This is an optimization exercise on Yosys and OpenROAD, whose aim is small area, not a production implementation. Function was checked by simulation only, so behaviour that the tests miss may differ from the original. The flow treats the clock pin as an ideal source, which a real chip does not have. Power and IR drop assume default switching activity.

==> build 36: inputs <==
==> flow/design.v <==
`default_nettype none
module aluCore (
    input  logic [32-1:0] ins,
    input  logic [32-1:0] opA,
    input  logic [32-1:0] opB,
    input  logic [3:0]             fl,
    input  logic                   zOld,
    output logic [32-1:0] aluY,
    output logic [3:0]             newFlags,
    output logic [3:0]             newEnc,
    output logic                   doWrite,
    output logic                   zNew
);
    localparam int W = 32;
    logic n, z, c, v;
    assign {n, z, c, v} = fl;
    logic [3:0] cond;
    logic       condPass;
    logic [1:0] cls;
    logic [3:0] opc;
    logic       mul;
    logic       dp;
    logic       regW;
    logic       exec;
    logic       noWrite;
    logic       logicOp;
    assign cond = ins[31:28];
    assign cls  = ins[27:26];
    assign opc  = ins[24:21];
    always_comb begin
        case (cond)
            4'h0:    condPass = z;
            4'h1:    condPass = !z;
            4'h2:    condPass = c;
            4'h3:    condPass = !c;
            4'h4:    condPass = n;
            4'h5:    condPass = !n;
            4'h6:    condPass = v;
            4'h7:    condPass = !v;
            4'h8:    condPass = c && !z;
            4'h9:    condPass = !c || z;
            4'hA:    condPass = n == v;
            4'hB:    condPass = n != v;
            4'hC:    condPass = !z && (n == v);
            4'hD:    condPass = z || (n != v);
            default: condPass = 1'b1;
        endcase
    end
    assign mul     = !ins[25] && ins[7:4] == 4'b1001 && opc == 4'b0000;
    assign dp      = cls == 2'd0 && !mul;
    assign regW    = cls == 2'd0 ? !mul :
                     cls == 2'd1 ? ins[20] && !(ins[25:20] == 6'b111111 && ins[7:4] == 4'b1111) :
                     1'b0;
    assign exec    = dp && condPass;
    assign noWrite = opc[3:2] == 2'b10;
    assign doWrite = exec && !noWrite;
    assign logicOp = ((opc) == 4'd0 || (opc) == 4'd1 || (opc) == 4'd8 || 
                         (opc) == 4'd9 || (opc) == 4'd12 || (opc) == 4'd13 || 
                         (opc) == 4'd14 || (opc) == 4'd15);
    logic [15:0]  rotDec;
    logic [W-1:0] immVal;
    logic [W-1:0] op2;
    logic [13:0] rotA;
    logic [W-1:0] rotB;
    always_comb begin
        for (int k = 0; k < 14; k++) begin
            rotA[k] = 1'b0;
            for (int s2 = 0; s2 < 4; s2++) begin
                if ((((k + 26) % 32 + 2*s2) % 32) < 8)
                    rotA[k] = rotA[k] | (ins[9:8] == s2 && ins[(((k + 26) % 32) + 2*s2) % 32]);
            end
        end
        for (int j = 0; j < W; j++) begin
            immVal[j] = 1'b0;
            for (int q = 0; q < 4; q++) begin
                if (((((j + 8*q) % 32) + 6) % 32) < 14)
                    immVal[j] = immVal[j] | (ins[11:10] == q && rotA[(((j + 8*q) % 32) + 6) % 32]);
            end
        end
    end
    assign op2 = ins[25] ? immVal : opB;
    logic invB;
    logic revS;
    logic cin;
    always_comb begin
        invB = 1'b0;
        revS = 1'b0;
        cin  = 1'b0;
        case (opc)
            4'd2, 4'd10: begin invB = 1'b1; cin = 1'b1; end
            4'd3:           begin invB = 1'b1; revS = 1'b1; end
            4'd5:           cin = c;
            4'd6:           begin invB = 1'b1; cin = c; end
            4'd7:           begin invB = 1'b1; revS = 1'b1; cin = !c; end
            4'd14, 4'd15: invB = 1'b1;
            default:            ;
        endcase
    end
    logic [3:0] lut;
    always_comb begin
        case (opc)
            4'd0, 4'd8, 4'd14: lut = 4'b1000;
            4'd1, 4'd9:          lut = 4'b0110;
            4'd12:                    lut = 4'b1110;
            4'd13, 4'd15:          lut = 4'b1010;
            default:                     lut = revS ? 4'b1001 : 4'b0110;
        endcase
    end
    localparam int H = W / 2;
    logic [W-1:0] y2;
    logic [H:0]   cLo;
    logic [H:0]   cHi0;
    logic [H:0]   cHi1;
    logic [W-1:0] cy;
    logic         cTop;
    assign y2 = op2 ^ {W{invB}};
    assign cLo[0]  = cin;
    assign cHi0[0] = 1'b0;
    assign cHi1[0] = 1'b1;
    for (genvar i = 0; i < H; i++) begin : gCarry
        assign cLo[i+1]  = (opA[i] & y2[i]) | (cLo[i] & (opA[i] | y2[i]));
        assign cHi0[i+1] = (opA[H+i] & y2[H+i]) | (cHi0[i] & (opA[H+i] | y2[H+i]));
        assign cHi1[i+1] = (opA[H+i] & y2[H+i]) | (cHi1[i] & (opA[H+i] | y2[H+i]));
        assign cy[i]     = cLo[i];
        assign cy[H+i]   = cLo[H] ? cHi1[i] : cHi0[i];
    end
    assign cTop = cLo[H] ? cHi1[H] : cHi0[H];
    for (genvar i = 0; i < W; i++) begin : gBit
        assign aluY[i] = lut[{opA[i], y2[i] ^ (!logicOp && cy[i])}];
    end
    logic cOut;
    logic ovf;
    assign cOut = cTop ^ revS;
    assign ovf  = cTop ^ cy[W-1];
    logic [3:0] aluFlags;
    logic [3:0] mask;
    logic       aluZ;
    assign aluZ     = aluY == '0;
    assign aluFlags = {aluY[W-1], aluZ, logicOp ? c : cOut, ovf};
    assign mask     = (exec && ins[20]) ? (logicOp ? 4'b1110 : 4'b1111) : 4'b0000;
    assign newFlags = (fl & ~mask) | (aluFlags & mask);
    assign newEnc = {exec, exec ? {ins[20], !noWrite} : cls, regW};
    assign zNew   = doWrite ? aluZ : zOld;
endmodule
`default_nettype wire
`default_nettype none
module dpCluster (
    input  logic       clk,
    input  logic       rstN,
    input  logic       wbCyc,
    input  logic       wbStb,
    input  logic       wbWe,
    input  logic [3:0] wbAdr,
    input  logic [32-1:0]      wbDatW,
    output logic [32-1:0]      wbDatR,
    output logic       wbAck
);
    localparam int W = 32;
    localparam int L = 4;
    logic [W-1:0] opA;
    logic [W-1:0] opB;
    logic [W-1:0] res   [L];
    logic [3:0]   flg   [L];
    logic [3:0]   rdS   [L];
    logic [3:0]   enc   [L];     
    logic [L-1:0] zS;            
    logic [L-1:0] done;
    logic [L-1:0] valid;         
    logic       take;
    logic [3:0] adrR;
    logic       weR;
    assign take = !wbAck && wbCyc && wbStb;
    always_ff @(posedge clk) begin
        wbAck <= rstN && take;
        adrR  <= wbAdr;
        weR   <= wbWe;
    end
    always_ff @(posedge clk) begin
        if (take && wbWe && wbAdr == 4'd0) opA <= wbDatW;
        if (take && wbWe && wbAdr == 4'd1) opB <= wbDatW;
    end
    logic [W-1:0] ins;
    logic [1:0]   iLane;
    logic         isIssue;
    logic [3:0]   fl;
    logic         zOld;
    assign ins     = wbDatW;
    assign iLane   = {wbAdr[2], wbAdr[0]};
    assign isIssue = take && wbWe && wbAdr[3:1] != 3'b000 && wbAdr[3:1] != 3'b011 && !wbAdr[3];
    assign fl      = valid[iLane] ? flg[iLane] : 4'b0000;
    assign zOld    = !valid[iLane] || zS[iLane];
    logic [W-1:0] aluY;
    logic [3:0]   newFlags;
    logic [3:0]   newEnc;
    logic         doWrite;
    logic         zNew;
    aluCore uAlu (
        .ins      (ins),
        .opA      (opA),
        .opB      (opB),
        .fl       (fl),
        .zOld     (zOld),
        .aluY     (aluY),
        .newFlags (newFlags),
        .newEnc   (newEnc),
        .doWrite  (doWrite),
        .zNew     (zNew)
    );
    logic       clrSel;
    assign clrSel = wbAck && !weR && adrR[3:2] == 2'b11;
    for (genvar i = 0; i < L; i++) begin : gLane
        logic iss;
        assign iss = isIssue && iLane == i;
        always_ff @(posedge clk) begin
            if (iss) begin
                flg[i]  <= newFlags;
                rdS[i]  <= ins[15:12];
                enc[i]  <= newEnc;
                zS[i]   <= zNew;
            end
            if (iss && doWrite) res[i] <= aluY;
            if (iss) begin
                done[i] <= 1'b1;
            end else if (clrSel && adrR[1:0] == i) begin
                done[i] <= 1'b0;
            end
            if (!rstN) begin
                valid[i] <= 1'b0;
            end else if (iss) begin
                valid[i] <= 1'b1;
            end
        end
    end
    logic [1:0]  rLane;
    logic        rValid;
    logic [3:0]  rEnc;
    logic [3:0]  rRd;
    logic [15:0] rStat;
    logic        rPcs;
    assign rLane  = adrR[1:0];
    assign rValid = valid[rLane];
    assign rEnc   = enc[rLane];
    assign rRd    = rdS[rLane];
    assign rPcs   = (rRd == 4'd15 && rEnc[0]) || (!rEnc[3] && rEnc[2:1] == 2'd2);
    assign rStat  = {zS[rLane], rEnc[3], rRd, rEnc[3] ? 2'b00 : rEnc[2:1], flg[rLane],
                     rEnc[3] && rEnc[2], rPcs, rEnc[3] && rEnc[1], done[rLane]};
    always_comb begin
        wbDatR = '0;
        if (adrR[3] && rValid) begin
            if (adrR[2]) begin
                wbDatR = {{(W-16){1'b0}}, rStat};
            end else if (!zS[rLane]) begin
                wbDatR = res[rLane];
            end
        end
    end
endmodule
`default_nettype wire
==> flow/flow/run.sh <==
#!/bin/bash
# The standard layout with three changes: ABC maps with the area script
# in area.abc, ports are buffered with buf_1 and CTS adds no dummy loads.
# Everything else, the synthesis passes and the register names included, is
# the standard flow's.
set -euo pipefail
HERE=$(pwd)
F=$HERE/flow

# ORFS synthesis, with abc_args pointed at our script (the -D period stays)
sed "/^read_checkpoint /a set abc_args [lreplace \$abc_args 1 1 $F/area.abc]" \
    "$FLOW_HOME/scripts/synth.tcl" > "$HERE/my_synth.tcl"
grep -q "area.abc" "$HERE/my_synth.tcl"
sed "s#\$::env(SCRIPTS_DIR)/synth.tcl#$HERE/my_synth.tcl#" synth_recipe.tcl > "$HERE/my_synth_recipe.tcl"
grep -q "my_synth.tcl" "$HERE/my_synth_recipe.tcl"

bash standard.sh \
    "SYNTH_SCRIPT=$HERE/my_synth_recipe.tcl" \
    "BUFFER_PORTS_ARGS=-buffer_cell sky130_fd_sc_hd__buf_1" \
    "CTS_ARGS=-sink_clustering_enable -repair_clock_nets -dont_use_dummy_load" \
    finish > "$HERE/flow.log" 2>&1
==> flow/flow/area.abc <==
strash
&get -n
&fraig -x
&put
scorr
dc2
strash
&get -n
&dch -f
&nf
&put
==> flow/standard.sh <==
#!/bin/bash
# synth_recipe.tcl (not shown) runs the flow's synth.tcl, then flattens the netlist and writes it again
# the make line also repeats each setting of config.mk as NAME=value (left out here)
make -C /OpenROAD-flow-scripts/flow DESIGN_CONFIG=/design/flow/config.mk WORK_HOME=/design/flow/orfs CLKGATE_MAP_FILE= SYNTH_SCRIPT=/design/flow/synth_recipe.tcl "${@:-finish}"
==> flow/config.mk <==
export PLATFORM = sky130hd
export DESIGN_NAME = dpCluster
export DESIGN_NICKNAME = dpCluster
export VERILOG_FILES = /design/flow/design.v
export SDC_FILE = /design/flow/constraint.sdc
export NUM_CORES = 4
export LEC_CHECK = 0
export CAP_MARGIN = 20
export CORE_MARGIN = 2
export CORE_UTILIZATION = 40
export SLEW_MARGIN = 20
==> flow/constraint.sdc <==
create_clock -name core_clock -period 10.0 [get_ports {clk}]
set_input_delay 2.0000 -clock core_clock [delete_from_list [all_inputs] [get_ports {clk}]]
set_output_delay 2.0000 -clock core_clock [all_outputs]
set_load 0.01 [all_outputs]
==> inputs of build 10, as changes to build 36 <==
==> flow/design.v, changed modules only <==
module dpCluster (
    input  logic       clk,
    input  logic       rstN,
    input  logic       wbCyc,
    input  logic       wbStb,
    input  logic       wbWe,
    input  logic [3:0] wbAdr,
    input  logic [32-1:0]      wbDatW,
    output logic [32-1:0]      wbDatR,
    output logic       wbAck
);
    localparam int W = 32;
    localparam int L = 4;
    logic [W-1:0] opA;
    logic [W-1:0] opB;
    logic [W-1:0] res   [L];
    logic [3:0]   flg   [L];
    logic [3:0]   rdS   [L];
    logic [3:0]   enc   [L];     
    logic [L-1:0] zS;            
    logic [L-1:0] done;
    logic [L-1:0] valid;         
    logic       take;
    logic [3:0] adrR;
    logic       weR;
    assign take = !wbAck && wbCyc && wbStb;
    always_ff @(posedge clk) begin
        wbAck <= rstN && take;
        adrR  <= wbAdr;
        weR   <= wbWe;
    end
    always_ff @(posedge clk) begin
        if (take && wbWe && wbAdr == 4'd0) opA <= wbDatW;
        if (take && wbWe && wbAdr == 4'd1) opB <= wbDatW;
    end
    logic [W-1:0] ins;
    logic [1:0]   iLane;
    logic         isIssue;
    logic [1:0]   sLane;
    logic         sValid;
    logic [3:0]   fl;
    logic         zOld;
    assign ins     = wbDatW;
    assign iLane   = {wbAdr[2], wbAdr[0]};
    assign sLane   = wbAck ? adrR[1:0] : iLane;
    assign sValid  = valid[sLane];
    assign isIssue = take && wbWe && wbAdr[3:1] != 3'b000 && wbAdr[3:1] != 3'b011 && !wbAdr[3];
    assign fl      = sValid ? flg[sLane] : 4'b0000;
    assign zOld    = !sValid || zS[sLane];
    logic [W-1:0] aluY;
    logic [3:0]   newFlags;
    logic [3:0]   newEnc;
    logic         doWrite;
    logic         zNew;
    aluCore uAlu (
        .ins      (ins),
        .opA      (opA),
        .opB      (opB),
        .fl       (fl),
        .zOld     (zOld),
        .aluY     (aluY),
        .newFlags (newFlags),
        .newEnc   (newEnc),
        .doWrite  (doWrite),
        .zNew     (zNew)
    );
    logic       clrSel;
    assign clrSel = wbAck && !weR && adrR[3:2] == 2'b11;
    for (genvar i = 0; i < L; i++) begin : gLane
        logic iss;
        assign iss      = isIssue && iLane == i;
        assign valid[i] = !enc[i][3] || enc[i][0];
        always_ff @(posedge clk) begin
            if (iss) begin
                flg[i]  <= newFlags;
                rdS[i]  <= ins[15:12];
                zS[i]   <= zNew;
            end
            if (!rstN) begin
                enc[i]  <= 4'b1000;
            end else if (iss) begin
                enc[i]  <= newEnc;
            end
            if (iss && doWrite) res[i] <= aluY;
            if (iss) begin
                done[i] <= 1'b1;
            end else if (clrSel && adrR[1:0] == i) begin
                done[i] <= 1'b0;
            end
        end
    end
    logic [3:0]  rEnc;
    logic [3:0]  rRd;
    logic [15:0] rStat;
    logic        rPcs;
    assign rEnc   = enc[sLane];
    assign rRd    = rdS[sLane];
    assign rPcs   = (rRd == 4'd15 && rEnc[0]) || (!rEnc[3] && rEnc[2:1] == 2'd2);
    assign rStat  = {zS[sLane], rEnc[3], rRd, rEnc[3] ? 2'b00 : rEnc[2:1], flg[sLane],
                     rEnc[3] && rEnc[2], rPcs, rEnc[3] && rEnc[1], done[sLane]};
    always_comb begin
        wbDatR = '0;
        if (adrR[3] && sValid) begin
            if (adrR[2]) begin
                wbDatR = {{(W-16){1'b0}}, rStat};
            end else if (!zS[sLane]) begin
                wbDatR = res[sLane];
            end
        end
    end
endmodule
==> flow/flow/run.sh (replaced) <==
#!/bin/bash
# The standard layout with four changes: ABC maps with the area script
# in area.abc, ports are buffered with buf_1, CTS builds the tree from small
# clock buffers without dummy loads, and the resizer may not use the largest
# buffers (on top of the platform's don't-use cells).
# Everything else, the synthesis passes and the register names included, is
# the standard flow's.
set -euo pipefail
HERE=$(pwd)
F=$HERE/flow

# ORFS synthesis, with abc_args pointed at our script (the -D period stays)
sed "/^read_checkpoint /a set abc_args [lreplace \$abc_args 1 1 $F/area.abc]" \
    "$FLOW_HOME/scripts/synth.tcl" > "$HERE/my_synth.tcl"
grep -q "area.abc" "$HERE/my_synth.tcl"
sed "s#\$::env(SCRIPTS_DIR)/synth.tcl#$HERE/my_synth.tcl#" synth_recipe.tcl > "$HERE/my_synth_recipe.tcl"
grep -q "my_synth.tcl" "$HERE/my_synth_recipe.tcl"

# The platform's don't-use list, plus the largest buffers
DU=$(make -s -C "$FLOW_HOME" DESIGN_CONFIG="$FLOW_CONFIG" print-DONT_USE_CELLS | sed 's/^DONT_USE_CELLS *[:=] *//')
echo "$DU" | grep -q "sky130_fd_sc_hd__probe_p_8"
DU="$DU sky130_fd_sc_hd__buf_8 sky130_fd_sc_hd__buf_12 sky130_fd_sc_hd__buf_16 sky130_fd_sc_hd__bufbuf_8 sky130_fd_sc_hd__bufbuf_16"
echo "$DU" > "$HERE/dont_use.txt"

bash standard.sh \
    "SYNTH_SCRIPT=$HERE/my_synth_recipe.tcl" \
    "DONT_USE_CELLS=$DU" \
    "REMOVE_ABC_BUFFERS=1" \
    "POST_CTS_TCL=$F/post_cts.tcl" \
    "BUFFER_PORTS_ARGS=-buffer_cell sky130_fd_sc_hd__buf_1" \
    "CTS_ARGS=-sink_clustering_enable -repair_clock_nets -dont_use_dummy_load -buf_list {sky130_fd_sc_hd__clkbuf_4} -sink_clustering_size 10 -sink_clustering_max_diameter 40" \
    finish > "$HERE/flow.log" 2>&1
==> flow/flow/area.abc (replaced) <==
strash
&get -n
&fraig -x
&put
scorr
dc2
strash
&get -n
&dch -f
&nf -R 8
&put
==> flow/flow/post_cts.tcl (new file) <==
# After CTS: downsize cells that have slack, then repair slew, capacitance and
# setup again, and legalize.
estimate_parasitics -placement
repair_timing -recover_power 100 -verbose
repair_design -slew_margin 0 -cap_margin 0 -verbose
repair_timing -setup -verbose
detailed_placement
check_placement -verbose
- CAP_MARGIN: 20 -> 0
- CORE_UTILIZATION: 40 -> 65
- GPL_TIMING_DRIVEN: not set -> 0
- SLEW_MARGIN: 20 -> 0
==> out/summary.md <==
* 258 — number of clock sinks
* no timing/DRC/antenna violations — outcome
* 0.354 mW — combinational power
* 6 — first-pass detailed-route iteration total
* 25 — worst reg-to-reg path cell count
* 21.1% — gr usage total
* 31.9% — multi-input combinational area share
* 17.9% — Layout Area Growth over Synthesis
* 0.122 mV — worst ir drop on vdd
* 0.0143 sq mm — design area
* flg[0][2]$_DFFE_PP_ — RR Endpoint
* 2.43 mW — total power draw
* 2655 — Fill cells
* 0.927 ns — Worst Tran Pin Value
* 1454 — number of cells after detailed placement
* 28 — layout clock buffer count
* 0.0822% — adder-cell share of the synthesized area
* sky130_fd_sc_hd__edfxtp_1 (60%), sky130_fd_sc_hd__mux4_2 (5.9%), sky130_fd_sc_hd__a222oi_1 (3.7%) — most area-consuming cells after synthesis
* 5.98 — average vias per placed instance
* 3 — Max clock buf depth
* 390 — well tap count
That was build 36.
==> out/summary.md <==
* no timing/DRC/antenna violations — outcome
* 0.395 mW — combinational power
* 6.79 — average vias per placed instance
* 31.9% — gr usage total
* 2.07 mW — total power draw
* sky130_fd_sc_hd__edfxtp_1 (57%), sky130_fd_sc_hd__mux4_2 (4.7%), sky130_fd_sc_hd__dfxtp_1 (4.3%) — most area-consuming cells after synthesis
* 1301 — Fill cells
* 1284 — number of cells after detailed placement
* 0.0132 sq mm — design area
* 229 — well tap count
* 9.87% — Layout Area Growth over Synthesis
* 0.121 mV — worst ir drop on vdd
* 36 — layout clock buffer count
* 254 — number of clock sinks
* flg[2][2]$_DFFE_PP_ — RR Endpoint
* 27 — worst reg-to-reg path cell count
That was build 10.

==> re-timing with driven ports <==
Ports are ideal in the flow. The routed layouts listed here were re-timed in OpenROAD. Step 1: set_driving_cell puts a clkbuf_16 on clk and a buf_2 on each other input, an assumption about the parent block. Step 2 moves the port delays by t, midway between the first and last clock arrival at a register: inputs arrive t later, outputs are due t later. That takes back most of the time a late clock gives input paths. Three values: ideal, step 1, step 2; two values: the first two.
| run | t (ns) | setup slack, ns | worst register clock-pin slew, ns |
|---|---|---|---|
| build 36 | 0.569 | 0.584 / 0.611 / 0.042 | 0.06 / 0.06 |
| build 10 | 0.647 | 0.361 / 0.381 / -0.265 | 0.11 / 0.11 |
With both steps, setup timing fails in build 10, where it was met with ideal ports. The setup slack of build 10, which loses most, moves by +0.020 ns with the drivers and by -0.626 ns with both steps.
